Source: an optimization exercise on an open RTL-to-GDS flow (aim: small area, a short achievable clock period and few clock cycles per item). Production flows keep margins and buffers that such runs may drop. Function was checked by simulation only, so behaviour that the tests miss may differ from the original. No driver is modelled on the clock port, so clocking that relies on it looks cheaper here than on a real chip.

<file path="config.mk">
export PLATFORM = sky130hd
export DESIGN_NAME = date_seconds_of_year_converter_unit
export DESIGN_NICKNAME = date_seconds_of_year_converter_unit
export VERILOG_FILES = /design/flow/design.v
export SDC_FILE = /design/flow/constraint.sdc
export NUM_CORES = 4
export LEC_CHECK = 0
export CAP_MARGIN = 20
export CORE_MARGIN = 2
export CORE_UTILIZATION = 45
export CTS_BUF_LIST = sky130_fd_sc_hd__clkbuf_8
export PLACE_DENSITY = 0.65
export SETUP_SLACK_MARGIN = 5
export SLEW_MARGIN = 20
</file>
<file path="constraint.sdc">
create_clock -name core_clock -period 9.0 [get_ports {i_clk}]
set_input_delay 1.8000 -clock core_clock [delete_from_list [all_inputs] [get_ports {i_clk}]]
set_output_delay 1.8000 -clock core_clock [all_outputs]
set_load 0.01 [all_outputs]
</file>
<file path="design.v">
`timescale 1ns / 1ps
`default_nettype none
package dsoyc_pkg;
    localparam int unsigned WYear    = 14;
    localparam int unsigned WMonth   = 4;
    localparam int unsigned WDay     = 5;
    localparam int unsigned WHour    = 5;
    localparam int unsigned WMinute  = 6;
    localparam int unsigned WSecond  = 6;
    localparam int unsigned WSeconds = 25;
    localparam int unsigned WDayNum  = 9;
    localparam int unsigned WTod     = 17;
    localparam logic [WYear-1:0]    YearMax  = 14'd9999;
    localparam logic [WSeconds-1:0] SecsMax  = 25'd31708799;
    localparam logic [WDayNum-1:0]  LastDayCommon = 9'd365;
    localparam logic [WDayNum-1:0]  LastDayLeap   = 9'd366;
    localparam logic [14:0] Div25Mul  = 15'd20972;
    localparam int unsigned Div25Sh   = 19;
    localparam logic [18:0] Div675Mul = 19'd397683;
    localparam int unsigned Div675Sh  = 28;
    localparam logic [12:0] Div225Mul = 13'd4661;
    localparam int unsigned Div225Sh  = 20;
    localparam logic [14:0] Div15Mul  = 15'd17477;
    localparam int unsigned Div15Sh   = 18;
    localparam logic [WMonth-1:0] MonthJan = 4'd1;
    localparam logic [WMonth-1:0] MonthMar = 4'd3;
    localparam logic [WMonth-1:0] MonthDec = 4'd12;
    function automatic logic [WDayNum-1:0] month_offset(input logic [WMonth-1:0] m,
                                                        input logic leap);
        logic [WDayNum-1:0] o;
        case (m)
            4'd1:    o = 9'd0;
            4'd2:    o = 9'd31;
            4'd3:    o = 9'd59;
            4'd4:    o = 9'd90;
            4'd5:    o = 9'd120;
            4'd6:    o = 9'd151;
            4'd7:    o = 9'd181;
            4'd8:    o = 9'd212;
            4'd9:    o = 9'd243;
            4'd10:   o = 9'd273;
            4'd11:   o = 9'd304;
            4'd12:   o = 9'd334;
            default: o = 9'd0;
        endcase
        if (leap && (m >= MonthMar) && (m <= MonthDec)) begin
            o = o + 9'd1;
        end
        month_offset = o;
    endfunction
endpackage
`default_nettype wire
`timescale 1ns / 1ps
`default_nettype none
module date_seconds_of_year_converter_unit (
    input  logic                            i_clk,
    input  logic                            i_rst_n,
    input  logic                            i_in_valid,
    output logic                            o_in_ready,
    input  logic                            i_in_mode,
    input  logic [dsoyc_pkg::WYear-1:0]     i_in_year,
    input  logic [dsoyc_pkg::WMonth-1:0]    i_in_month,
    input  logic [dsoyc_pkg::WDay-1:0]      i_in_day,
    input  logic [dsoyc_pkg::WHour-1:0]     i_in_hour,
    input  logic [dsoyc_pkg::WMinute-1:0]   i_in_minute,
    input  logic [dsoyc_pkg::WSecond-1:0]   i_in_second,
    input  logic [dsoyc_pkg::WSeconds-1:0]  i_in_seconds,
    output logic                            o_out_valid,
    input  logic                            i_out_ready,
    output logic [dsoyc_pkg::WSeconds-1:0]  o_out_seconds,
    output logic [dsoyc_pkg::WMonth-1:0]    o_out_month,
    output logic [dsoyc_pkg::WDay-1:0]      o_out_day,
    output logic [dsoyc_pkg::WHour-1:0]     o_out_hour,
    output logic [dsoyc_pkg::WMinute-1:0]   o_out_minute,
    output logic [dsoyc_pkg::WSecond-1:0]   o_out_second,
    output logic                            o_out_range_error
);
    function automatic logic [8:0] offc(input logic [3:0] m);
        case (m)
            4'd2:    offc = 9'd31;
            4'd3:    offc = 9'd59;
            4'd4:    offc = 9'd90;
            4'd5:    offc = 9'd120;
            4'd6:    offc = 9'd151;
            4'd7:    offc = 9'd181;
            4'd8:    offc = 9'd212;
            4'd9:    offc = 9'd243;
            4'd10:   offc = 9'd273;
            4'd11:   offc = 9'd304;
            4'd12:   offc = 9'd334;
            default: offc = 9'd0;
        endcase
    endfunction
    logic r_v1, r_v2, r_v3;
    logic r_out_valid, r_out_nvalid;
    logic en;
    assign en         = !r_out_valid || i_out_ready;
    assign o_in_ready = r_out_nvalid || i_out_ready;
    logic        r1_mode;
    logic        r1_leap, r1_yerr;
    logic [25:0] r1_pay;
    logic [7:0]  r1_p;
    logic        r2_mode, r2_err, r2_leap;
    logic [25:0] r2_pay;
    logic        r3_mode, r3_err;
    logic [25:0] r3_pay;
    logic [25:0] r_o_f;
    logic        r_o_z0, r_o_z1;
    logic        r_o_err;
    logic [25:0] n1_pay;
    logic [7:0]  n1_p;
    logic [11:0] n1_qi;
    logic        n1_leap, n1_yerr;
    dsoyc_inv25 u_inv25 (.q(i_in_year[13:2]), .p(n1_qi));
    assign n1_leap = (i_in_year[1:0] == 2'b00) && ((n1_qi > 12'd163) || (i_in_year[3:2] == 2'b00));
    assign n1_yerr = (i_in_year > 14'd9999);
    assign n1_p   = 8'(i_in_seconds[24:18]) + 8'(i_in_seconds[24:19]) + 8'(i_in_seconds[24:22]) + 8'd6;
    assign n1_pay = i_in_mode ? {1'b0, i_in_seconds}
                              : {i_in_month, i_in_day, i_in_hour, i_in_minute, i_in_second};
    logic        n2_leap, n2_yerr, n2_err0, n2_err1, n2_err, n2_lm;
    logic [3:0]  n2_month;
    logic [4:0]  n2_day;
    logic [4:0]  n2_hour;
    logic [5:0]  n2_minute, n2_second;
    logic [8:0]  n2_dd;
    logic [16:0] n2_tod;
    logic [24:0] n2_secs;
    logic [8:0]  n2_dq;
    logic [25:0] n2_pay;
    dsoyc_tod   u_tod   (.h(n2_hour), .m(n2_minute), .s(n2_second), .t(n2_tod));
    dsoyc_div675 u_div675 (.x(n2_secs[24:7]), .p(r1_p), .q(n2_dq));
    always_comb begin
        n2_leap = r1_leap;
        n2_yerr = r1_yerr;
        {n2_month, n2_day, n2_hour, n2_minute, n2_second} = r1_pay;
        n2_err0 = n2_yerr || (n2_month == 4'd0) || (n2_month > 4'd12) || (n2_day == 5'd0) ||
                  (n2_hour > 5'd23) || (n2_minute > 6'd59) || (n2_second > 6'd59);
        n2_lm   = n2_leap && (n2_month >= 4'd3);
        n2_dd   = 9'(n2_day) + offc(n2_month) + 9'(n2_lm);
        n2_secs = r1_pay[24:0];
        n2_err1 = n2_yerr;   
        n2_err  = r1_mode ? n2_err1 : n2_err0;
        n2_pay  = r1_mode ? {n2_dq, ~n2_secs[16:7], n2_secs[6:0]} : {n2_dd, n2_tod};
    end
    logic [16:0] n3_tod;
    logic [8:0]  n3_dq;
    logic [6:0]  n3_low;
    logic [17:0] n3_y;
    logic [12:1] n3_c;
    logic [8:0]  n3_dl;
    logic        n3_err;
    logic [3:0]  n3_mon;
    logic [4:0]  n3_dom;
    logic [25:0] n3_pay;
    assign n3_tod = r2_pay[16:0];
    assign n3_dq  = r2_pay[25:17];
    assign n3_low = r2_pay[6:0];
    dsoyc_mac675 u_mac675 (.a(r2_pay[25:17]), .b(r2_pay[16:7]), .y(n3_y));
    always_comb begin
        n3_dl    = n3_dq - 9'(r2_leap);
        n3_c[1]  = (n3_dq != 9'd0);
        n3_c[2]  = (n3_dq > 9'd31);
        n3_c[3]  = n3_c[2] && (n3_dl > 9'd59);
        n3_c[4]  = n3_c[2] && (n3_dl > 9'd90);
        n3_c[5]  = n3_c[2] && (n3_dl > 9'd120);
        n3_c[6]  = n3_c[2] && (n3_dl > 9'd151);
        n3_c[7]  = n3_c[2] && (n3_dl > 9'd181);
        n3_c[8]  = n3_c[2] && (n3_dl > 9'd212);
        n3_c[9]  = n3_c[2] && (n3_dl > 9'd243);
        n3_c[10] = n3_c[2] && (n3_dl > 9'd273);
        n3_c[11] = n3_c[2] && (n3_dl > 9'd304);
        n3_c[12] = n3_c[2] && (n3_dl > 9'd334);
        n3_mon = 4'd0;
        for (int i = 1; i <= 12; i++) begin
            if (n3_c[i]) n3_mon = 4'(i);
        end
        n3_dom  = n3_c[3] ? n3_dl[4:0] : n3_dq[4:0];
        n3_err  = r2_err || (r2_mode && ((n3_dq > 9'd366) || ((n3_dq == 9'd366) && !r2_leap)));
        n3_pay = r2_mode ? {n3_mon, n3_dom, ~n3_y[9:0], n3_low[6:4], n3_low[3:0]}
                         : {1'b0, n3_y[17:10], ~n3_y[9:0], n3_tod[6:0]};
    end
    logic        c_mode, c_err;
    logic [25:0] c_pay;
    logic [3:0]  c_mon;
    logic [4:0]  c_dom;
    logic [4:0]  c_day;
    logic [12:0] c_u;
    logic [3:0]  c_low;
    logic [4:0]  c_h;
    logic [10:0] c_tm;
    assign c_mode = r3_mode;
    assign c_err  = r3_err;
    assign c_pay  = r3_pay;
    assign {c_mon, c_dom, c_u, c_low} = c_pay;
    dsoyc_div225 u_div225 (.u(c_u), .q(c_h));
    dsoyc_div15  u_div15  (.v({c_u, c_low[3:2]}), .q(c_tm));
    assign c_day = c_dom - 5'(offc(c_mon));
    always_ff @(posedge i_clk) begin
        if (!i_rst_n) begin
            r_v1        <= 1'b0;
            r_v2        <= 1'b0;
            r_v3        <= 1'b0;
            r_out_valid  <= 1'b0;
            r_out_nvalid <= 1'b1;
        end else begin
            if (en) begin
                r_v1        <= i_in_valid;
                r_v2        <= r_v1;
                r_v3        <= r_v2;
                r_out_valid  <= r_v3;
                r_out_nvalid <= !r_v3;
            end
        end
    end
    always_ff @(posedge i_clk) begin
        if (en) begin
            r1_mode <= i_in_mode;
            r1_leap <= n1_leap;
            r1_yerr <= n1_yerr;
            r1_pay  <= n1_pay;
            r1_p    <= n1_p;
            r2_mode <= r1_mode;
            r2_err  <= n2_err;
            r2_leap <= n2_leap;
            r2_pay  <= n2_pay;
            r3_mode <= r2_mode;
            r3_err  <= n3_err;
            r3_pay  <= n3_pay;
            r_o_err <= c_err;
            r_o_z0  <= !c_err && !c_mode;
            r_o_z1  <= !c_err && c_mode;
            r_o_f   <= c_mode ? {c_mon, c_day, c_h, c_tm[5:0], c_u[1:0], c_low}
                              : {c_pay[25:17], ~c_pay[16:7], c_pay[6:0]};
        end
    end
    assign o_out_valid       = r_out_valid;
    assign o_out_seconds     = r_o_f[24:0] & {25{r_o_z0}};
    logic [5:0] o_mi;
    logic [3:0] o_rm;
    assign o_mi = r_o_f[11:6] + {r_o_f[15:12], 2'b00};
    assign o_rm = r_o_f[5:2] + r_o_f[9:6];
    assign {o_out_month, o_out_day, o_out_hour} = r_o_f[25:12] & {14{r_o_z1}};
    assign o_out_minute = o_mi & {6{r_o_z1}};
    assign o_out_second = {o_rm, r_o_f[1:0]} & {6{r_o_z1}};
    assign o_out_range_error = r_o_err;
endmodule
module dsoyc_div675 (input wire [17:0] x, input wire [7:0] p, output wire [20:12] q);
    wire t1;
    wire t2;
    wire t3;
    wire t4;
    wire t5;
    wire t6;
    wire t7;
    wire t8;
    wire t9;
    wire t10;
    wire t11;
    wire t12;
    wire t13;
    wire t14;
    wire t15;
    wire t16;
    wire t17;
    wire t18;
    wire t19;
    wire t20;
    wire t21;
    wire t22;
    wire t23;
    wire t24;
    wire t25;
    wire t26;
    wire t27;
    wire t28;
    wire t29;
    wire t30;
    wire t31;
    wire t32;
    wire t33;
    wire t34;
    wire t35;
    wire t36;
    wire t37;
    wire t38;
    wire t39;
    wire t40;
    wire t41;
    wire t42;
    wire t43;
    wire t44;
    wire t45;
    wire t46;
    wire t47;
    wire t48;
    wire t49;
    wire t50;
    wire t51;
    wire t52;
    wire t53;
    wire t54;
    wire t55;
    wire t56;
    wire t57;
    wire t58;
    wire t59;
    wire t60;
    wire t61;
    wire t62;
    wire t63;
    wire t64;
    wire t65;
    wire t66;
    wire t67;
    wire t68;
    wire t69;
    wire t70;
    wire t71;
    wire t72;
    wire t73;
    wire t74;
    wire t75;
    wire t76;
    wire t77;
    wire t78;
    wire t79;
    wire t80;
    wire t81;
    wire t82;
    wire t83;
    wire t84;
    wire t85;
    wire t86;
    wire t87;
    wire t88;
    wire t89;
    wire t90;
    wire t91;
    wire t92;
    wire t93;
    wire t94;
    wire t95;
    wire t96;
    wire [21:0] ra, rb, rs;
    assign t1 = x[11] ^ x[9];
    assign t2 = x[11] & x[9];
    assign t3 = x[12] ^ x[10] ^ x[6];
    assign t4 = (x[12] & x[10]) | (x[12] & x[6]) | (x[10] & x[6]);
    assign t5 = x[1] ^ x[0];
    assign t6 = x[1] & x[0];
    assign t7 = x[13] ^ x[11] ^ x[7];
    assign t8 = (x[13] & x[11]) | (x[13] & x[7]) | (x[11] & x[7]);
    assign t9 = x[2] ^ x[1] ^ p[3];
    assign t10 = (x[2] & x[1]) | (x[2] & p[3]) | (x[1] & p[3]);
    assign t11 = x[14] ^ x[12] ^ x[8];
    assign t12 = (x[14] & x[12]) | (x[14] & x[8]) | (x[12] & x[8]);
    assign t13 = x[3] ^ x[2] ^ p[4];
    assign t14 = (x[3] & x[2]) | (x[3] & p[4]) | (x[2] & p[4]);
    assign t15 = x[15] ^ x[13] ^ x[9];
    assign t16 = (x[15] & x[13]) | (x[15] & x[9]) | (x[13] & x[9]);
    assign t17 = x[4] ^ x[3] ^ p[5];
    assign t18 = (x[4] & x[3]) | (x[4] & p[5]) | (x[3] & p[5]);
    assign t19 = x[16] ^ x[14] ^ x[10];
    assign t20 = (x[16] & x[14]) | (x[16] & x[10]) | (x[14] & x[10]);
    assign t21 = x[5] ^ x[4] ^ p[6];
    assign t22 = (x[5] & x[4]) | (x[5] & p[6]) | (x[4] & p[6]);
    assign t23 = x[17] ^ x[15] ^ x[11];
    assign t24 = (x[17] & x[15]) | (x[17] & x[11]) | (x[15] & x[11]);
    assign t25 = x[6] ^ x[5] ^ p[7];
    assign t26 = (x[6] & x[5]) | (x[6] & p[7]) | (x[5] & p[7]);
    assign t27 = x[16] ^ x[12] ^ x[7];
    assign t28 = (x[16] & x[12]) | (x[16] & x[7]) | (x[12] & x[7]);
    assign t29 = x[17] ^ x[13];
    assign t30 = x[17] & x[13];
    assign t31 = x[10] ^ x[8];
    assign t32 = x[10] & x[8];
    assign t33 = t1 ^ x[5] ^ x[0];
    assign t34 = (t1 & x[5]) | (t1 & x[0]) | (x[5] & x[0]);
    assign t35 = t2 ^ t3 ^ t5;
    assign t36 = (t2 & t3) | (t2 & t5) | (t3 & t5);
    assign t37 = t4 ^ t6 ^ t7;
    assign t38 = (t4 & t6) | (t4 & t7) | (t6 & t7);
    assign t39 = t8 ^ t10 ^ t11;
    assign t40 = (t8 & t10) | (t8 & t11) | (t10 & t11);
    assign t41 = t12 ^ t14 ^ t15;
    assign t42 = (t12 & t14) | (t12 & t15) | (t14 & t15);
    assign t43 = t16 ^ t18 ^ t19;
    assign t44 = (t16 & t18) | (t16 & t19) | (t18 & t19);
    assign t45 = t20 ^ t22 ^ t23;
    assign t46 = (t20 & t22) | (t20 & t23) | (t22 & t23);
    assign t47 = t24 ^ t26 ^ t27;
    assign t48 = (t24 & t26) | (t24 & t27) | (t26 & t27);
    assign t49 = t28 ^ t29 ^ x[8];
    assign t50 = (t28 & t29) | (t28 & x[8]) | (t29 & x[8]);
    assign t51 = t30 ^ x[14] ^ x[9];
    assign t52 = (t30 & x[14]) | (t30 & x[9]) | (x[14] & x[9]);
    assign t53 = x[15] ^ x[10];
    assign t54 = x[15] & x[10];
    assign t55 = x[16] ^ x[11];
    assign t56 = x[16] & x[11];
    assign t57 = x[17] ^ x[12];
    assign t58 = x[17] & x[12];
    assign t59 = t31 ^ x[4];
    assign t60 = t31 & x[4];
    assign t61 = t32 ^ t33 ^ p[1];
    assign t62 = (t32 & t33) | (t32 & p[1]) | (t33 & p[1]);
    assign t63 = t34 ^ t35 ^ p[2];
    assign t64 = (t34 & t35) | (t34 & p[2]) | (t35 & p[2]);
    assign t65 = t36 ^ t37 ^ t9;
    assign t66 = (t36 & t37) | (t36 & t9) | (t37 & t9);
    assign t67 = t38 ^ t39 ^ t13;
    assign t68 = (t38 & t39) | (t38 & t13) | (t39 & t13);
    assign t69 = t40 ^ t41 ^ t17;
    assign t70 = (t40 & t41) | (t40 & t17) | (t41 & t17);
    assign t71 = t42 ^ t43 ^ t21;
    assign t72 = (t42 & t43) | (t42 & t21) | (t43 & t21);
    assign t73 = t44 ^ t45 ^ t25;
    assign t74 = (t44 & t45) | (t44 & t25) | (t45 & t25);
    assign t75 = t46 ^ t47 ^ x[6];
    assign t76 = (t46 & t47) | (t46 & x[6]) | (t47 & x[6]);
    assign t77 = t48 ^ t49 ^ x[7];
    assign t78 = (t48 & t49) | (t48 & x[7]) | (t49 & x[7]);
    assign t79 = t50 ^ t51 ^ x[8];
    assign t80 = (t50 & t51) | (t50 & x[8]) | (t51 & x[8]);
    assign t81 = t52 ^ t53 ^ x[9];
    assign t82 = (t52 & t53) | (t52 & x[9]) | (t53 & x[9]);
    assign t83 = t54 ^ t55 ^ x[10];
    assign t84 = (t54 & t55) | (t54 & x[10]) | (t55 & x[10]);
    assign t85 = t56 ^ t57 ^ x[11];
    assign t86 = (t56 & t57) | (t56 & x[11]) | (t57 & x[11]);
    assign t87 = t58 ^ x[13] ^ x[12];
    assign t88 = (t58 & x[13]) | (t58 & x[12]) | (x[13] & x[12]);
    assign t89 = x[14] ^ x[13];
    assign t90 = x[14] & x[13];
    assign t91 = x[15] ^ x[14];
    assign t92 = x[15] & x[14];
    assign t93 = x[16] ^ x[15];
    assign t94 = x[16] & x[15];
    assign t95 = x[17] ^ x[16];
    assign t96 = x[17] & x[16];
    assign ra = {1'b0, 1'b0, t96, t94, t92, t90, t88, t86, t84, t82, t80, t78, t76, t74, t72, t70, t68, t66, t64, t62, t60, t59};
    assign rb = {1'b0, 1'b0, x[17], t95, t93, t91, t89, t87, t85, t83, t81, t79, t77, t75, t73, t71, t69, t67, t65, t63, t61, p[0]};
    assign rs = ra + rb;
    assign q = rs[20:12];
endmodule
module dsoyc_div225 (input wire [12:0] u, output wire [13:9] q);
    wire t1;
    wire t2;
    wire t3;
    wire t4;
    wire t5;
    wire t6;
    wire t7;
    wire t8;
    wire t9;
    wire t10;
    wire t11;
    wire t12;
    wire t13;
    wire t14;
    wire t15;
    wire t16;
    wire t17;
    wire t18;
    wire t19;
    wire t20;
    wire t21;
    wire t22;
    wire t23;
    wire t24;
    wire t25;
    wire t26;
    wire t27;
    wire t28;
    wire t29;
    wire t30;
    wire t31;
    wire t32;
    wire t33;
    wire t34;
    wire t35;
    wire t36;
    wire t37;
    wire t38;
    wire t39;
    wire t40;
    wire t41;
    wire t42;
    wire t43;
    wire t44;
    wire t45;
    wire t46;
    wire t47;
    wire t48;
    wire t49;
    wire t50;
    wire t51;
    wire t52;
    wire t53;
    wire t54;
    wire [14:0] ra, rb, rs;
    assign t1 = u[9] ^ u[7];
    assign t2 = u[9] & u[7];
    assign t3 = u[10] ^ u[8] ^ u[7];
    assign t4 = (u[10] & u[8]) | (u[10] & u[7]) | (u[8] & u[7]);
    assign t5 = u[3] ^ u[0];
    assign t6 = u[3] & u[0];
    assign t7 = u[11] ^ u[9] ^ u[8];
    assign t8 = (u[11] & u[9]) | (u[11] & u[8]) | (u[9] & u[8]);
    assign t9 = u[4] ^ u[1];
    assign t10 = u[4] & u[1];
    assign t11 = u[12] ^ u[10] ^ u[9];
    assign t12 = (u[12] & u[10]) | (u[12] & u[9]) | (u[10] & u[9]);
    assign t13 = u[5] ^ u[2];
    assign t14 = u[5] & u[2];
    assign t15 = u[11] ^ u[10] ^ u[6];
    assign t16 = (u[11] & u[10]) | (u[11] & u[6]) | (u[10] & u[6]);
    assign t17 = u[12] ^ u[11];
    assign t18 = u[12] & u[11];
    assign t19 = t1 ^ u[6];
    assign t20 = t1 & u[6];
    assign t21 = t2 ^ t3 ^ t5;
    assign t22 = (t2 & t3) | (t2 & t5) | (t3 & t5);
    assign t23 = t4 ^ t6 ^ t7;
    assign t24 = (t4 & t6) | (t4 & t7) | (t6 & t7);
    assign t25 = t8 ^ t10 ^ t11;
    assign t26 = (t8 & t10) | (t8 & t11) | (t10 & t11);
    assign t27 = t12 ^ t14 ^ t15;
    assign t28 = (t12 & t14) | (t12 & t15) | (t14 & t15);
    assign t29 = t16 ^ t17 ^ u[7];
    assign t30 = (t16 & t17) | (t16 & u[7]) | (t17 & u[7]);
    assign t31 = t18 ^ u[12] ^ u[8];
    assign t32 = (t18 & u[12]) | (t18 & u[8]) | (u[12] & u[8]);
    assign t33 = t19 ^ u[2];
    assign t34 = t19 & u[2];
    assign t35 = t20 ^ t21 ^ 1'b1;
    assign t36 = (t20 & t21) | (t20 & 1'b1) | (t21 & 1'b1);
    assign t37 = t22 ^ t23 ^ t9;
    assign t38 = (t22 & t23) | (t22 & t9) | (t23 & t9);
    assign t39 = t24 ^ t25 ^ t13;
    assign t40 = (t24 & t25) | (t24 & t13) | (t25 & t13);
    assign t41 = t26 ^ t27 ^ u[3];
    assign t42 = (t26 & t27) | (t26 & u[3]) | (t27 & u[3]);
    assign t43 = t28 ^ t29 ^ u[4];
    assign t44 = (t28 & t29) | (t28 & u[4]) | (t29 & u[4]);
    assign t45 = t30 ^ t31 ^ u[5];
    assign t46 = (t30 & t31) | (t30 & u[5]) | (t31 & u[5]);
    assign t47 = t32 ^ u[9] ^ u[6];
    assign t48 = (t32 & u[9]) | (t32 & u[6]) | (u[9] & u[6]);
    assign t49 = u[10] ^ u[7];
    assign t50 = u[10] & u[7];
    assign t51 = u[11] ^ u[8];
    assign t52 = u[11] & u[8];
    assign t53 = u[12] ^ u[9];
    assign t54 = u[12] & u[9];
    assign ra = {1'b0, u[12], u[11], t54, t52, t50, t48, t46, t44, t42, t40, t38, t36, t34, t33};
    assign rb = {1'b0, 1'b0, 1'b0, u[10], t53, t51, t49, t47, t45, t43, t41, t39, t37, t35, 1'b1};
    assign rs = ra + rb;
    assign q = rs[13:9];
endmodule
module dsoyc_div15 (input wire [14:0] v, output wire [16:6] q);
    wire t1;
    wire t2;
    wire t3;
    wire t4;
    wire t5;
    wire t6;
    wire t7;
    wire t8;
    wire t9;
    wire t10;
    wire t11;
    wire t12;
    wire t13;
    wire t14;
    wire t15;
    wire t16;
    wire t17;
    wire t18;
    wire t19;
    wire t20;
    wire t21;
    wire t22;
    wire t23;
    wire t24;
    wire t25;
    wire t26;
    wire t27;
    wire t28;
    wire t29;
    wire t30;
    wire t31;
    wire t32;
    wire t33;
    wire t34;
    wire t35;
    wire t36;
    wire t37;
    wire t38;
    wire t39;
    wire t40;
    wire t41;
    wire t42;
    wire t43;
    wire t44;
    wire t45;
    wire t46;
    wire [17:0] ra, rb, rs;
    assign t1 = v[12] ^ v[8];
    assign t2 = v[12] & v[8];
    assign t3 = v[13] ^ v[9];
    assign t4 = v[13] & v[9];
    assign t5 = v[14] ^ v[10];
    assign t6 = v[14] & v[10];
    assign t7 = t1 ^ v[4];
    assign t8 = t1 & v[4];
    assign t9 = t2 ^ t3 ^ v[5];
    assign t10 = (t2 & t3) | (t2 & v[5]) | (t3 & v[5]);
    assign t11 = t4 ^ t5 ^ v[6];
    assign t12 = (t4 & t5) | (t4 & v[6]) | (t5 & v[6]);
    assign t13 = t6 ^ v[11] ^ v[7];
    assign t14 = (t6 & v[11]) | (t6 & v[7]) | (v[11] & v[7]);
    assign t15 = v[12] ^ v[8];
    assign t16 = v[12] & v[8];
    assign t17 = v[13] ^ v[9];
    assign t18 = v[13] & v[9];
    assign t19 = v[14] ^ v[10];
    assign t20 = v[14] & v[10];
    assign t21 = v[10] ^ v[6];
    assign t22 = v[10] & v[6];
    assign t23 = v[11] ^ v[7] ^ v[3];
    assign t24 = (v[11] & v[7]) | (v[11] & v[3]) | (v[7] & v[3]);
    assign t25 = t7 ^ v[0] ^ 1'b1;
    assign t26 = (t7 & v[0]) | (t7 & 1'b1) | (v[0] & 1'b1);
    assign t27 = t8 ^ t9 ^ v[1];
    assign t28 = (t8 & t9) | (t8 & v[1]) | (t9 & v[1]);
    assign t29 = t10 ^ t11 ^ v[2];
    assign t30 = (t10 & t11) | (t10 & v[2]) | (t11 & v[2]);
    assign t31 = t12 ^ t13 ^ v[3];
    assign t32 = (t12 & t13) | (t12 & v[3]) | (t13 & v[3]);
    assign t33 = t14 ^ t15 ^ v[4];
    assign t34 = (t14 & t15) | (t14 & v[4]) | (t15 & v[4]);
    assign t35 = t16 ^ t17 ^ v[5];
    assign t36 = (t16 & t17) | (t16 & v[5]) | (t17 & v[5]);
    assign t37 = t18 ^ t19 ^ v[6];
    assign t38 = (t18 & t19) | (t18 & v[6]) | (t19 & v[6]);
    assign t39 = t20 ^ v[11] ^ v[7];
    assign t40 = (t20 & v[11]) | (t20 & v[7]) | (v[11] & v[7]);
    assign t41 = v[12] ^ v[8];
    assign t42 = v[12] & v[8];
    assign t43 = v[13] ^ v[9];
    assign t44 = v[13] & v[9];
    assign t45 = v[14] ^ v[10];
    assign t46 = v[14] & v[10];
    assign ra = {1'b0, v[14], v[13], v[12], t46, t44, t42, t40, t38, t36, t34, t32, t30, t28, t26, t24, t22, t21};
    assign rb = {1'b0, 1'b0, 1'b0, 1'b0, v[11], t45, t43, t41, t39, t37, t35, t33, t31, t29, t27, t25, t23, v[2]};
    assign rs = ra + rb;
    assign q = rs[16:6];
endmodule
module dsoyc_tod (input wire [4:0] h, input wire [5:0] m, input wire [5:0] s, output wire [16:0] t);
    wire t1;
    wire t2;
    wire t3;
    wire t4;
    wire t5;
    wire t6;
    wire t7;
    wire t8;
    wire t9;
    wire t10;
    wire t11;
    wire t12;
    wire t13;
    wire t14;
    wire t15;
    wire t16;
    wire t17;
    wire t18;
    wire t19;
    wire t20;
    wire t21;
    wire t22;
    wire t23;
    wire t24;
    wire t25;
    wire t26;
    wire t27;
    wire t28;
    wire t29;
    wire t30;
    wire [16:0] ra, rb, rs;
    assign t1 = ~m[0] ^ s[2];
    assign t2 = ~m[0] & s[2];
    assign t3 = ~m[1] ^ s[3];
    assign t4 = ~m[1] & s[3];
    assign t5 = h[0] ^ ~m[2] ^ s[4];
    assign t6 = (h[0] & ~m[2]) | (h[0] & s[4]) | (~m[2] & s[4]);
    assign t7 = h[1] ^ ~m[3] ^ s[5];
    assign t8 = (h[1] & ~m[3]) | (h[1] & s[5]) | (~m[3] & s[5]);
    assign t9 = h[2] ^ m[0] ^ ~m[4];
    assign t10 = (h[2] & m[0]) | (h[2] & ~m[4]) | (m[0] & ~m[4]);
    assign t11 = h[3] ^ m[1] ^ ~m[5];
    assign t12 = (h[3] & m[1]) | (h[3] & ~m[5]) | (m[1] & ~m[5]);
    assign t13 = h[4] ^ m[2] ^ 1'b1;
    assign t14 = (h[4] & m[2]) | (h[4] & 1'b1) | (m[2] & 1'b1);
    assign t15 = ~h[0] ^ m[3];
    assign t16 = ~h[0] & m[3];
    assign t17 = ~h[1] ^ m[4];
    assign t18 = ~h[1] & m[4];
    assign t19 = ~h[2] ^ m[5];
    assign t20 = ~h[2] & m[5];
    assign t21 = h[0] ^ ~h[3];
    assign t22 = h[0] & ~h[3];
    assign t23 = h[1] ^ ~h[4];
    assign t24 = h[1] & ~h[4];
    assign t25 = h[2] ^ 1'b1;
    assign t26 = h[2] & 1'b1;
    assign t27 = h[3] ^ 1'b1;
    assign t28 = h[3] & 1'b1;
    assign t29 = h[4] ^ 1'b1;
    assign t30 = h[4] & 1'b1;
    assign ra = {t28, t26, t24, t22, t20, t18, t16, t14, t12, t10, t8, t6, t4, t2, t1, s[1], s[0]};
    assign rb = {t29, t27, t25, t23, t21, t19, t17, t15, t13, t11, t9, t7, t5, t3, 1'b1, 1'b0, 1'b0};
    assign rs = ra + rb;
    assign t = rs[16:0];
endmodule
module dsoyc_mac675 (input wire [8:0] a, input wire [9:0] b, output wire [17:0] y);
    wire t1;
    wire t2;
    wire t3;
    wire t4;
    wire t5;
    wire t6;
    wire t7;
    wire t8;
    wire t9;
    wire t10;
    wire t11;
    wire t12;
    wire t13;
    wire t14;
    wire t15;
    wire t16;
    wire t17;
    wire t18;
    wire t19;
    wire t20;
    wire t21;
    wire t22;
    wire t23;
    wire t24;
    wire t25;
    wire t26;
    wire t27;
    wire t28;
    wire t29;
    wire t30;
    wire t31;
    wire t32;
    wire t33;
    wire t34;
    wire t35;
    wire t36;
    wire t37;
    wire t38;
    wire t39;
    wire t40;
    wire t41;
    wire t42;
    wire t43;
    wire t44;
    wire t45;
    wire t46;
    wire t47;
    wire t48;
    wire t49;
    wire t50;
    wire t51;
    wire t52;
    wire t53;
    wire t54;
    wire [17:0] ra, rb, rs;
    assign t1 = a[7] ^ a[6];
    assign t2 = a[7] & a[6];
    assign t3 = a[8] ^ a[7] ^ a[3];
    assign t4 = (a[8] & a[7]) | (a[8] & a[3]) | (a[7] & a[3]);
    assign t5 = a[8] ^ a[4] ^ a[2];
    assign t6 = (a[8] & a[4]) | (a[8] & a[2]) | (a[4] & a[2]);
    assign t7 = a[5] ^ a[4];
    assign t8 = a[5] & a[4];
    assign t9 = a[6] ^ a[5] ^ a[1];
    assign t10 = (a[6] & a[5]) | (a[6] & a[1]) | (a[5] & a[1]);
    assign t11 = t1 ^ a[2] ^ a[0];
    assign t12 = (t1 & a[2]) | (t1 & a[0]) | (a[2] & a[0]);
    assign t13 = t2 ^ t3 ^ a[1];
    assign t14 = (t2 & t3) | (t2 & a[1]) | (t3 & a[1]);
    assign t15 = t4 ^ t5 ^ a[0];
    assign t16 = (t4 & t5) | (t4 & a[0]) | (t5 & a[0]);
    assign t17 = t6 ^ a[5] ^ a[3];
    assign t18 = (t6 & a[5]) | (t6 & a[3]) | (a[5] & a[3]);
    assign t19 = a[6] ^ a[4];
    assign t20 = a[6] & a[4];
    assign t21 = a[7] ^ a[5];
    assign t22 = a[7] & a[5];
    assign t23 = a[8] ^ a[6];
    assign t24 = a[8] & a[6];
    assign t25 = a[1] ^ a[0];
    assign t26 = a[1] & a[0];
    assign t27 = a[2] ^ a[1] ^ b[2];
    assign t28 = (a[2] & a[1]) | (a[2] & b[2]) | (a[1] & b[2]);
    assign t29 = a[3] ^ a[2] ^ b[3];
    assign t30 = (a[3] & a[2]) | (a[3] & b[3]) | (a[2] & b[3]);
    assign t31 = a[4] ^ a[3] ^ b[4];
    assign t32 = (a[4] & a[3]) | (a[4] & b[4]) | (a[3] & b[4]);
    assign t33 = t7 ^ a[0] ^ b[5];
    assign t34 = (t7 & a[0]) | (t7 & b[5]) | (a[0] & b[5]);
    assign t35 = t8 ^ t9 ^ b[6];
    assign t36 = (t8 & t9) | (t8 & b[6]) | (t9 & b[6]);
    assign t37 = t10 ^ t11 ^ b[7];
    assign t38 = (t10 & t11) | (t10 & b[7]) | (t11 & b[7]);
    assign t39 = t12 ^ t13 ^ b[8];
    assign t40 = (t12 & t13) | (t12 & b[8]) | (t13 & b[8]);
    assign t41 = t14 ^ t15 ^ b[9];
    assign t42 = (t14 & t15) | (t14 & b[9]) | (t15 & b[9]);
    assign t43 = t16 ^ t17 ^ a[1];
    assign t44 = (t16 & t17) | (t16 & a[1]) | (t17 & a[1]);
    assign t45 = t18 ^ t19 ^ a[2];
    assign t46 = (t18 & t19) | (t18 & a[2]) | (t19 & a[2]);
    assign t47 = t20 ^ t21 ^ a[3];
    assign t48 = (t20 & t21) | (t20 & a[3]) | (t21 & a[3]);
    assign t49 = t22 ^ t23 ^ a[4];
    assign t50 = (t22 & t23) | (t22 & a[4]) | (t23 & a[4]);
    assign t51 = t24 ^ a[7] ^ a[5];
    assign t52 = (t24 & a[7]) | (t24 & a[5]) | (a[7] & a[5]);
    assign t53 = a[8] ^ a[6];
    assign t54 = a[8] & a[6];
    assign ra = {a[8], t54, t52, t50, t48, t46, t44, t42, t40, t38, t36, t34, t32, t30, t28, t26, t25, a[0]};
    assign rb = {1'b0, a[7], t53, t51, t49, t47, t45, t43, t41, t39, t37, t35, t33, t31, t29, t27, b[1], b[0]};
    assign rs = ra + rb;
    assign y = rs[17:0];
endmodule
module dsoyc_inv25 (input wire [11:0] q, output wire [11:0] p);
    wire t1;
    wire t2;
    wire t3;
    wire t4;
    wire t5;
    wire t6;
    wire t7;
    wire t8;
    wire t9;
    wire t10;
    wire t11;
    wire t12;
    wire t13;
    wire t14;
    wire t15;
    wire t16;
    wire t17;
    wire t18;
    wire t19;
    wire t20;
    wire [11:0] ra, rb, rs;
    assign t1 = q[11] ^ q[8];
    assign t2 = q[11] & q[8];
    assign t3 = q[10] ^ q[7];
    assign t4 = q[10] & q[7];
    assign t5 = t1 ^ q[6] ^ q[1];
    assign t6 = (t1 & q[6]) | (t1 & q[1]) | (q[6] & q[1]);
    assign t7 = q[5] ^ q[2];
    assign t8 = q[5] & q[2];
    assign t9 = q[6] ^ q[3] ^ q[1];
    assign t10 = (q[6] & q[3]) | (q[6] & q[1]) | (q[3] & q[1]);
    assign t11 = q[7] ^ q[4] ^ q[2];
    assign t12 = (q[7] & q[4]) | (q[7] & q[2]) | (q[4] & q[2]);
    assign t13 = q[8] ^ q[5] ^ q[3];
    assign t14 = (q[8] & q[5]) | (q[8] & q[3]) | (q[5] & q[3]);
    assign t15 = q[9] ^ q[6] ^ q[4];
    assign t16 = (q[9] & q[6]) | (q[9] & q[4]) | (q[6] & q[4]);
    assign t17 = t3 ^ q[5] ^ q[0];
    assign t18 = (t3 & q[5]) | (t3 & q[0]) | (q[5] & q[0]);
    assign t19 = t4 ^ t5 ^ q[0];
    assign t20 = (t4 & t5) | (t4 & q[0]) | (t5 & q[0]);
    assign ra = {t18, t16, t14, t12, t10, t8, t7, q[4], q[3], q[2], q[1], q[0]};
    assign rb = {t19, t17, t15, t13, t11, t9, q[0], q[1], q[0], 1'b0, 1'b0, 1'b0};
    assign rs = ra + rb;
    assign p = rs[11:0];
endmodule
`default_nettype wire
</file>
<file path="flow/run.sh">
#!/bin/bash
# The standard layout (standard.sh, ORFS) with these changes:
#  - the port buffers are sky130_fd_sc_hd__buf_1 cells (buffer_ports -buffer_cell);
#  - clock tree synthesis uses clkbuf_8 buffers and inserts no dummy load cells
#    (clock_tree_synthesis -dont_use_dummy_load);
#  - synthesis runs the standard flow's synthesis script with yosys's synth called with -noabc
#    as well (flow/synth.tcl), so the generic abc pass does not restructure the
#    carry-save adders before they are mapped to full and half adder cells.
#    Registers are inferred exactly as in the standard synthesis.
# All tool output goes to standard.log here; ORFS keeps its per-step logs under orfs/logs.
set -euo pipefail
here=$(pwd)
sed -e 's|SETUP_SLACK_MARGIN=5 |SETUP_SLACK_MARGIN=5 BUFFER_PORTS_ARGS="-buffer_cell sky130_fd_sc_hd__buf_1" CTS_ARGS="-sink_clustering_enable -repair_clock_nets -buf_list sky130_fd_sc_hd__clkbuf_8 -dont_use_dummy_load" SETUP_MOVE_SEQUENCE="unbuffer,sizeup,swap,clone" |' \
    -e "s|SYNTH_SCRIPT=[^ ]*|SYNTH_SCRIPT=$here/flow/synth.tcl|" standard.sh > standard_b.sh
bash standard_b.sh > standard.log 2>&1
</file>
<file path="flow/synth.tcl">
proc synth {args} { yosys synth -nofsm -noshare -noabc {*}$args }
source $::env(SCRIPTS_DIR)/synth.tcl
# left out here: clear keep_hierarchy, flatten, clean up, hide names made inside functions, write 1_2_yosys.v
</file>
<file path="standard.sh">
#!/bin/bash
# synth_recipe.tcl (not shown) runs the flow's synth.tcl, then flattens the netlist and writes it again
# the make line also repeats each setting of config.mk as NAME=value (left out here)
make -C /OpenROAD-flow-scripts/flow DESIGN_CONFIG=/design/flow/config.mk WORK_HOME=/design/flow/orfs CLKGATE_MAP_FILE= SYNTH_SCRIPT=/design/flow/synth_recipe.tcl "${@:-finish}"
</file>
==> results.sh, run 1 <==
export IMPL_synthArstFlopShare_pct=0
export IMPL_final_nets=1639
export IMPL_wl_met2_um=12300
export IMPL_synth_seq_cells=128
export IMPL_n_antenna_cell=0
export IMPL_die_width_um=173
export IMPL_fp_dieArea_mm2=0.0298
export IMPL_synth_cells=1150
export IMPL_grt_pass1_vias=8518
export IMPL_grt_pass1_wl_um=41200
export IMPL_totalNegativeSetupSlack_ns=0
export IMPL_synth_top_area_share_pct=28.8
export IMPL_r2r_start="r1_pay[22]"
export IMPL_setup_slack_ns=4.95
export IMPL_drt_initial_drc_count=425
export IMPL_yosysMostFrequentCell="ha_1"
export IMPL_boundaryPins=124
export IMPL_utilization_pct=51.2
export IMPL_met3WireLength_um=760
export IMPL_dr_pass1_iters=5
export IMPL_drive_gt1_share_pct=10.7
export IMPL_synth_distinct_cells=79
export IMPL_viasPerCell=5.31
export IMPL_wl_met1_um=11600
export IMPL_cp_startpoint="r1_pay[22]"
export IMPL_drt_total_wl_um=24800
export IMPL_r2r_slack_ns=4.95
export IMPL_synthTopCellsByCount="ha_1 (192), edfxtp_1 (123), fa_1 (101), inv_1 (76), nor2_1 (73)"
export IMPL_synthesis_nets=1513
export IMPL_place_area_mm2=0.0137
export IMPL_finalCriticalPeriod_ns=4.05
export IMPL_grt_usage_pct=16.7
export IMPL_max_cap_viol_count=0
export IMPL_cts_tree="yes"
export IMPL_gp_congestion=0.873
export IMPL_status="finished clean"
export IMPL_hold_path_class="reg2reg"
export IMPL_grt_overflow=0
export IMPL_cts_buffers=17
export IMPL_rsz0062_at_grt="true"
export IMPL_core_area_mm2=0.0279
export IMPL_die_y_um=173
export IMPL_drc=0
export IMPL_start_util_pct=45.9
export IMPL_rows=61
export IMPL_antenna_found_initial=0
export IMPL_synth_area_top_cells="edfxtp_1 (29%), ha_1 (19%), fa_1 (16%)"
export IMPL_clkTransAtPathRegs_ns=0.07
export IMPL_avgSynthCellArea_um2=11.1
export IMPL_finalSetupViolCount=0
export IMPL_final_area_mm2=0.0143
export IMPL_slew_violations=0
export IMPL_dp_slack_ns=4.64
export IMPL_cp_arrival_ns=4.24
export IMPL_r2r_cells=12
export IMPL_r2r_end="r2_pay[18]"
export IMPL_clk_latency_ns=0.45
export IMPL_cp_endpoint="r2_pay[18]"
export IMPL_routed_via_count=8777
export IMPL_worst_clock_skew_ns=0.0241
export IMPL_grt_max_degree=57
export IMPL_hold_viol_final=0
export IMPL_max_freq_ghz=0.247
export IMPL_seq_area_frac_synth_pct=29.6
export IMPL_synth_ff_type="edfxtp_1"
export IMPL_clock_sinks=128
export IMPL_synth_edff_count=123
export IMPL_routed_top_layer="met4"
export IMPL_synth_area_mm2=0.0128
export IMPL_cp_max_fo=13
export IMPL_maxSlewHeadroom_pct=51.2
export IMPL_required_ns=9.18
export IMPL_hpwl_um=19400
export IMPL_tightest_slew_ns=0.731
export IMPL_fin_crit_sh_pct=45.0
export IMPL_endpoint_kind="register"
export IMPL_startpoint_type="register"
export IMPL_drtAntennaViolNets=0
export IMPL_fillers=2540
export IMPL_portBuffers=123
export IMPL_worstSetupPathType="reg2reg"
export IMPL_ys_warn_count=1
export IMPL_wl_per_cell_um=15.0
export IMPL_ctsHoldBuffers=0
export IMPL_area_delta_synth_final_pct=11.6
export IMPL_synth_top_cell_by_area="edfxtp_1"
-- cells by family (layout without fill, tap and decap cells) --
kind of cell | after synthesis | count (layout) | synth area share [%]
adder cells (fa/ha/maj) | 293 | 293 | 34.5
AND/OR/NAND/NOR | 281 | 281 | 11.3
AO/OA/AOI/OAI | 231 | 231 | 12.7
flip-flops | 128 | 128 | 29.6
buffers and inverters | 98 | 222 | 2.87
XOR/XNOR | 75 | 75 | 5.24
multiplexers | 44 | 44 | 3.76
-- area by class of cell --
class	count	area, µm²	area share (%)
Clock buffer	17	234	1.64
Inverter	78	302	2.11
Multi-Input combinational cell	924	9000	62.9
Sequential cell	128	3790	26.5
Tap cell	378	473	3.31
Timing Repair Buffer	127	507	3.54
-- per-stage QoR --
stage | hold WS (ns) | std cells
final | 0.407 | 1652
after global routing | 0.424 | 1652
after CTS | 0.411 | 1652
after detailed placement | 0.405 | 1635
after global placement | 0.403 | 1635
after floorplan | 0.400 | 1150
-- layout by cell type, fill, tap and decap left out, types with 49 or more instances in the layout --
cell type	count
a21oi_1	63
and2_1	52
buf_1	121
edfxtp_1	123
fa_1	96
ha_1	181
inv_1	71
nand2_1	51
nor2_1	71
xnor2_1	49
-- flip-flops by register name, indices dropped and copies added (netlist names), 8 cells and up --
name / flops
r_o_f: 26
r2_pay: 26
r3_pay: 26
r1_p: 8
r1_pay: 26
-- what timing repair did --
| item | CTS | global route |
|---|---|---|
| pin swaps | 37 | 47 |
| endpoints found under the hold margin | 0 | 0 |
| setup endpoints to repair | 17 | 21 |
| gates resized for setup | 33 | 41 |
| setup buffers | 0 | 0 |
-- per-layer routing --
metal	up-vias	GRT usage (%)
met5	-	0
met4	0	3.25
met3	21	2.57
met2	161	29.0
met1	4213	22.3
li1	4382	-
-- critical path, stage by stage (launching register included) --
cell      delay [ns]
edfxtp_1        0.60
fa_1            0.63
fa_1            0.43
fa_1            0.54
ha_4            0.21
a21oi_1         0.17
a21boi_1        0.08
o31a_1          0.28
o21ai_4         0.24
nand2b_1        0.14
a21oi_2         0.16
xnor2_1         0.07
mux2_4          0.25
-- how the worst min path moves through the flow --
stage                         start         to  cells after the start
after global placement    r2_pay[6]  r3_pay[6]                      0
after global routing      r1_pay[1]  r2_pay[1]                      0
after detailed placement  r2_pay[2]  r3_pay[2]                      0
after CTS                 r2_pay[1]  r3_pay[1]                      0
after floorplan           r1_pay[0]  r2_pay[0]                      0
final                     r2_pay[1]  r3_pay[1]                      0
Testbench counts, summed over its fixed seeds: cycles 24,032, items 24,000.
==> run 2, diff against run 1 <==
--- a/design.v
+++ b/design.v
@@ -97,7 +97,7 @@
     assign en         = !r_out_valid || i_out_ready;
     assign o_in_ready = r_out_nvalid || i_out_ready;
     logic        r1_mode;
-    logic        r1_leap, r1_yerr;
+    logic        r1_leap, r1_err;
     logic [25:0] r1_pay;
     logic [7:0]  r1_p;
     logic        r2_mode, r2_err, r2_leap;
@@ -110,36 +110,37 @@
     logic [25:0] n1_pay;
     logic [7:0]  n1_p;
     logic [11:0] n1_qi;
-    logic        n1_leap, n1_yerr;
+    logic        n1_leap, n1_yerr, n1_err0, n1_err;
+    logic [10:0] n1_hm;
     dsoyc_inv25 u_inv25 (.q(i_in_year[13:2]), .p(n1_qi));
     assign n1_leap = (i_in_year[1:0] == 2'b00) && ((n1_qi > 12'd163) || (i_in_year[3:2] == 2'b00));
     assign n1_yerr = (i_in_year > 14'd9999);
     assign n1_p   = 8'(i_in_seconds[24:18]) + 8'(i_in_seconds[24:19]) + 8'(i_in_seconds[24:22]) + 8'd6;
+    assign n1_hm  = {i_in_hour, 6'd0} - {4'd0, i_in_hour, 2'd0} + 11'(i_in_minute);
+    assign n1_err0 = (i_in_month == 4'd0) || (i_in_month > 4'd12) || (i_in_day == 5'd0) ||
+                     (i_in_hour > 5'd23) || (i_in_minute > 6'd59) || (i_in_second > 6'd59);
+    assign n1_err = n1_yerr || (!i_in_mode && n1_err0);
     assign n1_pay = i_in_mode ? {1'b0, i_in_seconds}
-                              : {i_in_month, i_in_day, i_in_hour, i_in_minute, i_in_second};
-    logic        n2_leap, n2_yerr, n2_err0, n2_err1, n2_err, n2_lm;
+                              : {i_in_month, i_in_day, n1_hm, i_in_second};
+    logic        n2_leap, n2_err, n2_lm;
     logic [3:0]  n2_month;
     logic [4:0]  n2_day;
-    logic [4:0]  n2_hour;
-    logic [5:0]  n2_minute, n2_second;
+    logic [10:0] n2_hm;
+    logic [5:0]  n2_second;
     logic [8:0]  n2_dd;
     logic [16:0] n2_tod;
     logic [24:0] n2_secs;
     logic [8:0]  n2_dq;
     logic [25:0] n2_pay;
-    dsoyc_tod   u_tod   (.h(n2_hour), .m(n2_minute), .s(n2_second), .t(n2_tod));
+    dsoyc_tod   u_tod   (.hm(n2_hm), .s(n2_second), .t(n2_tod));
     dsoyc_div675 u_div675 (.x(n2_secs[24:7]), .p(r1_p), .q(n2_dq));
     always_comb begin
         n2_leap = r1_leap;
-        n2_yerr = r1_yerr;
-        {n2_month, n2_day, n2_hour, n2_minute, n2_second} = r1_pay;
-        n2_err0 = n2_yerr || (n2_month == 4'd0) || (n2_month > 4'd12) || (n2_day == 5'd0) ||
-                  (n2_hour > 5'd23) || (n2_minute > 6'd59) || (n2_second > 6'd59);
+        n2_err  = r1_err;
+        {n2_month, n2_day, n2_hm, n2_second} = r1_pay;
         n2_lm   = n2_leap && (n2_month >= 4'd3);
         n2_dd   = 9'(n2_day) + offc(n2_month) + 9'(n2_lm);
         n2_secs = r1_pay[24:0];
-        n2_err1 = n2_yerr;   
-        n2_err  = r1_mode ? n2_err1 : n2_err0;
         n2_pay  = r1_mode ? {n2_dq, ~n2_secs[16:7], n2_secs[6:0]} : {n2_dd, n2_tod};
     end
     logic [16:0] n3_tod;
@@ -216,7 +217,7 @@
         if (en) begin
             r1_mode <= i_in_mode;
             r1_leap <= n1_leap;
-            r1_yerr <= n1_yerr;
+            r1_err  <= n1_err;
             r1_pay  <= n1_pay;
             r1_p    <= n1_p;
             r2_mode <= r1_mode;
@@ -657,7 +658,7 @@
     assign rs = ra + rb;
     assign q = rs[16:6];
 endmodule
-module dsoyc_tod (input wire [4:0] h, input wire [5:0] m, input wire [5:0] s, output wire [16:0] t);
+module dsoyc_tod (input wire [10:0] hm, input wire [5:0] s, output wire [16:0] t);
     wire t1;
     wire t2;
     wire t3;
@@ -689,36 +690,36 @@
     wire t29;
     wire t30;
     wire [16:0] ra, rb, rs;
-    assign t1 = ~m[0] ^ s[2];
-    assign t2 = ~m[0] & s[2];
-    assign t3 = ~m[1] ^ s[3];
-    assign t4 = ~m[1] & s[3];
-    assign t5 = h[0] ^ ~m[2] ^ s[4];
-    assign t6 = (h[0] & ~m[2]) | (h[0] & s[4]) | (~m[2] & s[4]);
-    assign t7 = h[1] ^ ~m[3] ^ s[5];
-    assign t8 = (h[1] & ~m[3]) | (h[1] & s[5]) | (~m[3] & s[5]);
-    assign t9 = h[2] ^ m[0] ^ ~m[4];
-    assign t10 = (h[2] & m[0]) | (h[2] & ~m[4]) | (m[0] & ~m[4]);
-    assign t11 = h[3] ^ m[1] ^ ~m[5];
-    assign t12 = (h[3] & m[1]) | (h[3] & ~m[5]) | (m[1] & ~m[5]);
-    assign t13 = h[4] ^ m[2] ^ 1'b1;
-    assign t14 = (h[4] & m[2]) | (h[4] & 1'b1) | (m[2] & 1'b1);
-    assign t15 = ~h[0] ^ m[3];
-    assign t16 = ~h[0] & m[3];
-    assign t17 = ~h[1] ^ m[4];
-    assign t18 = ~h[1] & m[4];
-    assign t19 = ~h[2] ^ m[5];
-    assign t20 = ~h[2] & m[5];
-    assign t21 = h[0] ^ ~h[3];
-    assign t22 = h[0] & ~h[3];
-    assign t23 = h[1] ^ ~h[4];
-    assign t24 = h[1] & ~h[4];
-    assign t25 = h[2] ^ 1'b1;
-    assign t26 = h[2] & 1'b1;
-    assign t27 = h[3] ^ 1'b1;
-    assign t28 = h[3] & 1'b1;
-    assign t29 = h[4] ^ 1'b1;
-    assign t30 = h[4] & 1'b1;
+    assign t1 = ~hm[0] ^ s[2];
+    assign t2 = ~hm[0] & s[2];
+    assign t3 = ~hm[1] ^ s[3];
+    assign t4 = ~hm[1] & s[3];
+    assign t5 = ~hm[2] ^ s[4];
+    assign t6 = ~hm[2] & s[4];
+    assign t7 = ~hm[3] ^ s[5];
+    assign t8 = ~hm[3] & s[5];
+    assign t9 = hm[0] ^ ~hm[4];
+    assign t10 = hm[0] & ~hm[4];
+    assign t11 = hm[1] ^ ~hm[5];
+    assign t12 = hm[1] & ~hm[5];
+    assign t13 = hm[2] ^ ~hm[6];
+    assign t14 = hm[2] & ~hm[6];
+    assign t15 = hm[3] ^ ~hm[7];
+    assign t16 = hm[3] & ~hm[7];
+    assign t17 = hm[4] ^ ~hm[8];
+    assign t18 = hm[4] & ~hm[8];
+    assign t19 = hm[5] ^ ~hm[9];
+    assign t20 = hm[5] & ~hm[9];
+    assign t21 = hm[6] ^ ~hm[10];
+    assign t22 = hm[6] & ~hm[10];
+    assign t23 = hm[7] ^ 1'b1;
+    assign t24 = hm[7] & 1'b1;
+    assign t25 = hm[8] ^ 1'b1;
+    assign t26 = hm[8] & 1'b1;
+    assign t27 = hm[9] ^ 1'b1;
+    assign t28 = hm[9] & 1'b1;
+    assign t29 = hm[10] ^ 1'b1;
+    assign t30 = hm[10] & 1'b1;
     assign ra = {t28, t26, t24, t22, t20, t18, t16, t14, t12, t10, t8, t6, t4, t2, t1, s[1], s[0]};
     assign rb = {t29, t27, t25, t23, t21, t19, t17, t15, t13, t11, t9, t7, t5, t3, 1'b1, 1'b0, 1'b0};
     assign rs = ra + rb;
==> run 2 against run 1 <==
  * Still clean on timing, DRC and antenna
  * Synthesized area shrank 1.4%
  * Synthesized cell count grew 0.35%
  * Clock skew up 0.015 ns
  * Non-clock buffer count decreased by 2
  * Core utilization decreased by 0.72 points
  * Register-to-register slack worse by 0.20 ns
  * Design area shrank 2.2%
  * Final cell count is 0.12% lower
  * Count of clock-buffer cells in the layout unchanged
  * Largest cell class unchanged
==> results.sh, run 2 <==
export IMPL_start_util_pct=45.6
export IMPL_boundaryPins=124
export IMPL_layout_commonest_cell="ha_1"
export IMPL_viasPerCell=5.28
export IMPL_layout_common_cells="ha_1 (186), edfxtp_1 (123), buf_1 (117)"
export IMPL_status="finished clean"
export IMPL_n_antenna_cell=0
export IMPL_routed_via_count=8720
export IMPL_cp_arrival_ns=4.39
export IMPL_multi_input_area_mm2=0.00869
export IMPL_die_width_um=172
export IMPL_max_cap_viol_count=0
export IMPL_core_area_mm2=0.0277
export IMPL_drtAntennaViolNets=0
export IMPL_crit_chain="fa_1 > fa_1 > fa_1 > ha_4 > a2111o_1 > a31oi_4 > o31ai_4 > a221o_1 > o21ai_2 > mux2i_1 > a311oi_1"
export IMPL_clkTransAtPathRegs_ns=0.09
export IMPL_crit_path_frequent_cell="fa_1"
export IMPL_fillers=2567
export IMPL_finalSetupViolCount=0
export IMPL_cp_depth=11
export IMPL_ys_warn_count=1
export IMPL_wl_per_cell_um=14.5
export IMPL_grt_overflow=0
export IMPL_synthesis_nets=1513
export IMPL_drc=0
export IMPL_fp_dieArea_mm2=0.0294
export IMPL_grt_max_degree=90
export IMPL_cp_max_fo=6
export IMPL_slowest_stage="fa_1"
export IMPL_hold_start="r1_pay[1]"
export IMPL_antenna_found_initial=0
export IMPL_synth_top_cell_by_area="edfxtp_1"
export IMPL_rows=61
export IMPL_cp_top_family="adder cells"
export IMPL_rsz0062_at_grt="true"
export IMPL_ctsHoldBuffers=0
export IMPL_grt_pass1_vias=8540
export IMPL_portBuffers=123
export IMPL_synthArstFlopShare_pct=0
export IMPL_synth_area_top_cells="edfxtp_1 (29%), ha_1 (19%), fa_1 (15%)"
export IMPL_cts_buffers=17
export IMPL_required_ns=9.14
export IMPL_tightest_slew_ns=0.828
export IMPL_gp_congestion=0.852
export IMPL_synth_top_area_share_pct=29.2
export IMPL_max_freq_ghz=0.235
export IMPL_fin_crit_sh_pct=47.2
export IMPL_synth_seq_cells=128
export IMPL_totalNegativeSetupSlack_ns=0
export IMPL_r2r_end="r2_pay[23]"
export IMPL_synthTopCellsByCount="ha_1 (192), edfxtp_1 (123), fa_1 (97), a21oi_1 (83), inv_1 (77)"
export IMPL_worst_clock_skew_ns=0.0396
export IMPL_finalCriticalPeriod_ns=4.25
export IMPL_maxSlewHeadroom_pct=44.8
export IMPL_critPathMaxStageDelay_ns=0.63
export IMPL_avgSynthCellArea_um2=11.0
export IMPL_r2r_cells=11
export IMPL_synth_area_mm2=0.0126
export IMPL_clk_latency_ns=0.44
export IMPL_r2r_slack_ns=4.75
export IMPL_drt_initial_drc_count=350
export IMPL_r2r_start="r1_pay[21]"
export IMPL_synth_distinct_cells=76
export IMPL_seq_area_mm2=0.00379
export IMPL_min_to="r2_pay[1]"
export IMPL_synth_edff_count=123
export IMPL_endpoint_kind="register"
export IMPL_grt_usage_pct=17.2
export IMPL_synth_cells=1154
export IMPL_hold_viol_final=0
export IMPL_startpoint_type="register"
export IMPL_die_y_um=172
export IMPL_dr_pass1_iters=5
export IMPL_final_nets=1633
export IMPL_worstHoldPathCells=0
export IMPL_yosysMostFrequentCell="ha_1"
export IMPL_worstSetupPathType="reg2reg"
export IMPL_seq_area_frac_synth_pct=30.0
export IMPL_drive_gt1_share_pct=9.12
export IMPL_slew_violations=0
export IMPL_clock_sinks=128
export IMPL_grt_pass1_wl_um=40700
export IMPL_worst_path_buf_inv=0
export IMPL_synth_ff_type="edfxtp_1"
export IMPL_area_delta_synth_final_pct=10.7
export IMPL_cts_tree="yes"
export IMPL_hold_path_class="reg2reg"
export IMPL_drt_total_wl_um=23900
export IMPL_hpwl_um=19100
-- run 2: cell types whose count changed after synthesis, moves of 7 or more --
cell / delta
a21oi_1: +14
mux2_2: -10
nand3_1: -9
nor2_1: -15
nor2b_1: -8
or3_1: +7
xor2_1: +7
-- run 2: cells by family after synthesis --
group,after synthesis,synth area share (%)
AND/OR/NAND/NOR,266,10.9
XOR/XNOR,77,5.40
buffers and inverters,101,3.01
multiplexers,34,2.92
AO/OA/AOI/OAI,259,13.4
adder cells (fa/ha/maj),289,34.4
flip-flops,128,30.0
-- run 2: routing by layer --
| layer | track usage, % | wire length [µm] | up-vias |
|---|---|---|---|
| li1 | - | - | 4388 |
| met1 | 22.7 | 11300 | 4144 |
| met2 | 29.9 | 11600 | 175 |
| met3 | 2.58 | 887 | 13 |
| met4 | 3.83 | 187 | 0 |
| met5 | 0 | 0 | - |
-- run 2: final cells by class --
| class | instances | area share [%] |
|---|---|---|
| flip-flops and latches | 128 | 27.1 |
| inverters | 77 | 2.09 |
| well taps | 378 | 3.38 |
| repair buffers | 125 | 3.58 |
| clock buffers | 17 | 1.67 |
| multi-input cells | 925 | 62.2 |
-- run 2: repair_timing --
item / in CTS / in global routing
pin swaps: 10 / 32
cloned: 0 / 0
resized for setup: 19 / 35
endpoints found under the setup margin: 15 / 20
setup buffers: 0 / 0
-- run 2: through the flow --
stage | util (%) | hold WS (ns) | setup WS, ns | cells | instance area, µm²
finish | 50.5 | 0.392 | 4.75 | 1650 | 14000
global route | 50.5 | 0.398 | 4.53 | 1650 | 14000
CTS | 50.0 | 0.395 | 4.74 | 1650 | 13800
detailed placement | 48.8 | 0.405 | 4.57 | 1633 | 13500
global placement | 48.8 | 0.404 | 4.63 | 1633 | 13500
floorplan | - | 0.400 | 4.78 | 1154 | 12600
-- run 2: worst max path at each step --
stage / from / endpoint / slack [ns]
global placement: i_in_year[3] / r1_leap / 4.63
detailed placement: i_in_year[3] / r1_leap / 4.57
global route: r1_pay[23] / r2_pay[23] / 4.53
CTS: r1_pay[21] / r2_pay[23] / 4.74
floorplan: i_out_ready / r1_err / 4.78
finish: r1_pay[21] / r2_pay[23] / 4.75
Testbench counts of run 2, summed over its fixed seeds: cycles 24,032, items 24,000.
==> run 3, diff against run 2 <==
--- a/flow/run.sh
+++ b/flow/run.sh
@@ -10,6 +10,6 @@
 # All tool output goes to standard.log here; ORFS keeps its per-step logs under orfs/logs.
 set -euo pipefail
 here=$(pwd)
-sed -e 's|SETUP_SLACK_MARGIN=5 |SETUP_SLACK_MARGIN=5 BUFFER_PORTS_ARGS="-buffer_cell sky130_fd_sc_hd__buf_1" CTS_ARGS="-sink_clustering_enable -repair_clock_nets -buf_list sky130_fd_sc_hd__clkbuf_8 -dont_use_dummy_load" SETUP_MOVE_SEQUENCE="unbuffer,sizeup,swap,clone" |' \
+sed -e 's|SETUP_SLACK_MARGIN=5 |SETUP_SLACK_MARGIN=5 BUFFER_PORTS_ARGS="-buffer_cell sky130_fd_sc_hd__buf_1" CTS_ARGS="-sink_clustering_enable -repair_clock_nets -buf_list sky130_fd_sc_hd__clkbuf_8 -dont_use_dummy_load" |' \
     -e "s|SYNTH_SCRIPT=[^ ]*|SYNTH_SCRIPT=$here/flow/synth.tcl|" standard.sh > standard_b.sh
 bash standard_b.sh > standard.log 2>&1
==> run 3 against run 2 <==
  * Routed wire length increased by 3.5%
  * Maximum frequency is 4.6% higher
  * Final cell count grew 2.9%
  * Count of clock-buffer cells in the layout did not move
  * Die area unchanged
  * Highest routed layer unchanged
  * Design area grew 2.1%
==> results.sh, run 3 <==
export IMPL_cp_arrival_ns=4.21
export IMPL_synthTopCellsByCount="ha_1 (192), edfxtp_1 (123), fa_1 (97), a21oi_1 (83), inv_1 (77)"
export IMPL_finalSetupViolCount=0
export IMPL_die_width_um=172
export IMPL_clock_sinks=128
export IMPL_hpwl_um=19100
export IMPL_cts_buffers=17
export IMPL_final_nets=1681
export IMPL_layout_commonest_cell="ha_1"
export IMPL_seq_area_frac_synth_pct=30.0
export IMPL_wl_per_cell_um=14.6
export IMPL_cp_max_fo=4
export IMPL_dr_pass1_iters=4
export IMPL_fin_crit_sh_pct=45.2
export IMPL_grt_overflow=0
export IMPL_endpoint_kind="register"
export IMPL_synth_ff_type="edfxtp_1"
export IMPL_rsz0062_at_grt="true"
export IMPL_drtAntennaViolNets=0
export IMPL_core_area_mm2=0.0277
export IMPL_clk_latency_ns=0.45
export IMPL_n_antenna_cell=0
export IMPL_grt_pass1_vias=8722
export IMPL_maxSlewHeadroom_pct=44.7
export IMPL_area_delta_synth_final_pct=13.0
export IMPL_clkTransAtPathRegs_ns=0.09
export IMPL_crit_path_frequent_cell="fa_1"
export IMPL_drt_initial_drc_count=449
export IMPL_max_freq_ghz=0.246
export IMPL_gp_congestion=0.852
export IMPL_synth_top_cell_by_area="edfxtp_1"
export IMPL_layout_common_cells="ha_1 (188), edfxtp_1 (123), buf_1 (117)"
export IMPL_totalNegativeSetupSlack_ns=0
export IMPL_tightest_slew_ns=0.830
export IMPL_avgSynthCellArea_um2=11.0
export IMPL_finalCriticalPeriod_ns=4.06
export IMPL_cts_tree="yes"
export IMPL_start_util_pct=45.6
export IMPL_synth_distinct_cells=76
export IMPL_synthArstFlopShare_pct=0
export IMPL_viasPerCell=5.25
export IMPL_fillers=2540
export IMPL_status="finished clean"
export IMPL_drive_gt1_share_pct=11.4
export IMPL_crit_chain="fa_1 > fa_1 > fa_1 > ha_4 > a2111o_1 > a31oi_4 > o31ai_4 > a221o_1 > o21ai_2 > mux2i_1 > a311oi_1"
export IMPL_synth_area_mm2=0.0126
export IMPL_slowest_stage="fa_1"
export IMPL_drt_total_wl_um=24800
export IMPL_rows=61
export IMPL_synth_edff_count=123
export IMPL_hold_slack_ns=0.393
export IMPL_yosysMostFrequentCell="ha_1"
export IMPL_grt_pass1_wl_um=41700
export IMPL_fp_dieArea_mm2=0.0294
export IMPL_max_cap_viol_count=0
export IMPL_slew_violations=0
export IMPL_ctsHoldBuffers=0
export IMPL_required_ns=9.14
export IMPL_synth_area_top_cells="edfxtp_1 (29%), ha_1 (19%), fa_1 (15%)"
export IMPL_hold_path_class="reg2reg"
export IMPL_routed_via_count=8910
export IMPL_boundaryPins=124
export IMPL_synth_seq_cells=128
[run 3: final timing paths]
| check | start | endpoint | slack [ns] | cells past startpoint |
|---|---|---|---|---|
| worst max-delay path | r1_pay[15] | r2_pay[23] | 4.94 | 11 |
| worst min register to register | r1_pay[1] | r2_pay[1] | 0.39 | 0 |
| worst min-delay path | r1_pay[1] | r2_pay[1] | 0.39 | 0 |
| worst max register to register | r1_pay[15] | r2_pay[23] | 4.94 | 11 |
[run 3: worst max-delay path: cells and delay by family, from the launching register on]
kind / cells / cell delay [ns]
fa+ha+maj: 4 / 1.84
compound gates: 6 / 1.29
flops: 1 / 0.45
mux: 1 / 0.20
[run 3: cell families (layout without fill, tap and decap cells)]
kind of cell	count (synthesis)	count (layout)	synth area share, %
adders and majority gates	289	289	34.4
buffers and inverters	101	267	3.01
muxes	34	34	2.92
DFF	128	128	30.0
xor gates and xnor gates	77	77	5.40
and+or+nand+nor	266	266	10.9
AOI/OAI and AO/OA	259	259	13.4
[run 3: through the flow]
step,instance area (µm²),utilization (%),worst slack [ns],std cells
4_1_cts,14100,50.9,4.94,1688
3_5_place_dp,13500,48.8,4.57,1633
3_3_place_gp,13500,48.8,4.63,1633
5_1_grt,14300,51.5,4.79,1698
6_report,14300,51.5,4.94,1698
2_1_floorplan,12600,-,4.78,1154
[run 3: what timing repair did]
item | 4_1_cts | 5_1_grt
resized for setup | 11 | 29
pin swaps | 16 | 13
buffers inserted | 38 | 10
endpoints found under the hold margin | 0 | 0
setup endpoints to repair | 15 | 19
[run 3: area by class of cell]
type	instances	area, µm²	share of cell area, %
Multi-Input combinational cell	925	8620	60.4
Sequential cell	128	3790	26.6
Timing Repair Buffer	173	862	6.04
Tap cell	378	473	3.31
Inverter	77	293	2.05
Clock buffer	17	234	1.64
[run 3: metal layers]
| layer | up-vias | GRT usage (%) | wire [µm] |
|---|---|---|---|
| met5 | - | 0 | 0 |
| li1 | 4481 | - | - |
| met3 | 15 | 2.55 | 840 |
| met1 | 4235 | 23.1 | 11600 |
| met2 | 179 | 31.0 | 12100 |
| met4 | 0 | 4.16 | 240 |

## static timing again, ports no longer ideal
How much do the figures lean on ideal ports? The routed layouts below were timed once more, with nothing changed but the port constraints.
Step 1 sets driving cells, clkbuf_16 on the clock port and buf_2 on the other inputs (assumed; they add their load-dependent delay and slew).
Step 2 adds t to the input delays and takes it off the output delays; t is the mean of the earliest and latest rising clock arrival at the registers after step 1. Input paths then give back, and output paths get back, about the clock's delay inside the block.
a / b / c = ideal / step 1 / step 2; a / b = the first two.
run	shift t [ns]	setup WS [ns]	worst slew at a driven data input, ns
run 1	0.480	4.946 / 4.930 / 4.745	0.04
run 2	0.463	4.750 / 4.750 / 4.689	0.04
run 3	0.469	4.935 / 4.931 / 4.687	0.04
After both steps setup and hold are still met in every run listed. The setup slack of run 3, which loses most, moves by -0.004 ns with the drivers and by -0.248 ns with both steps.
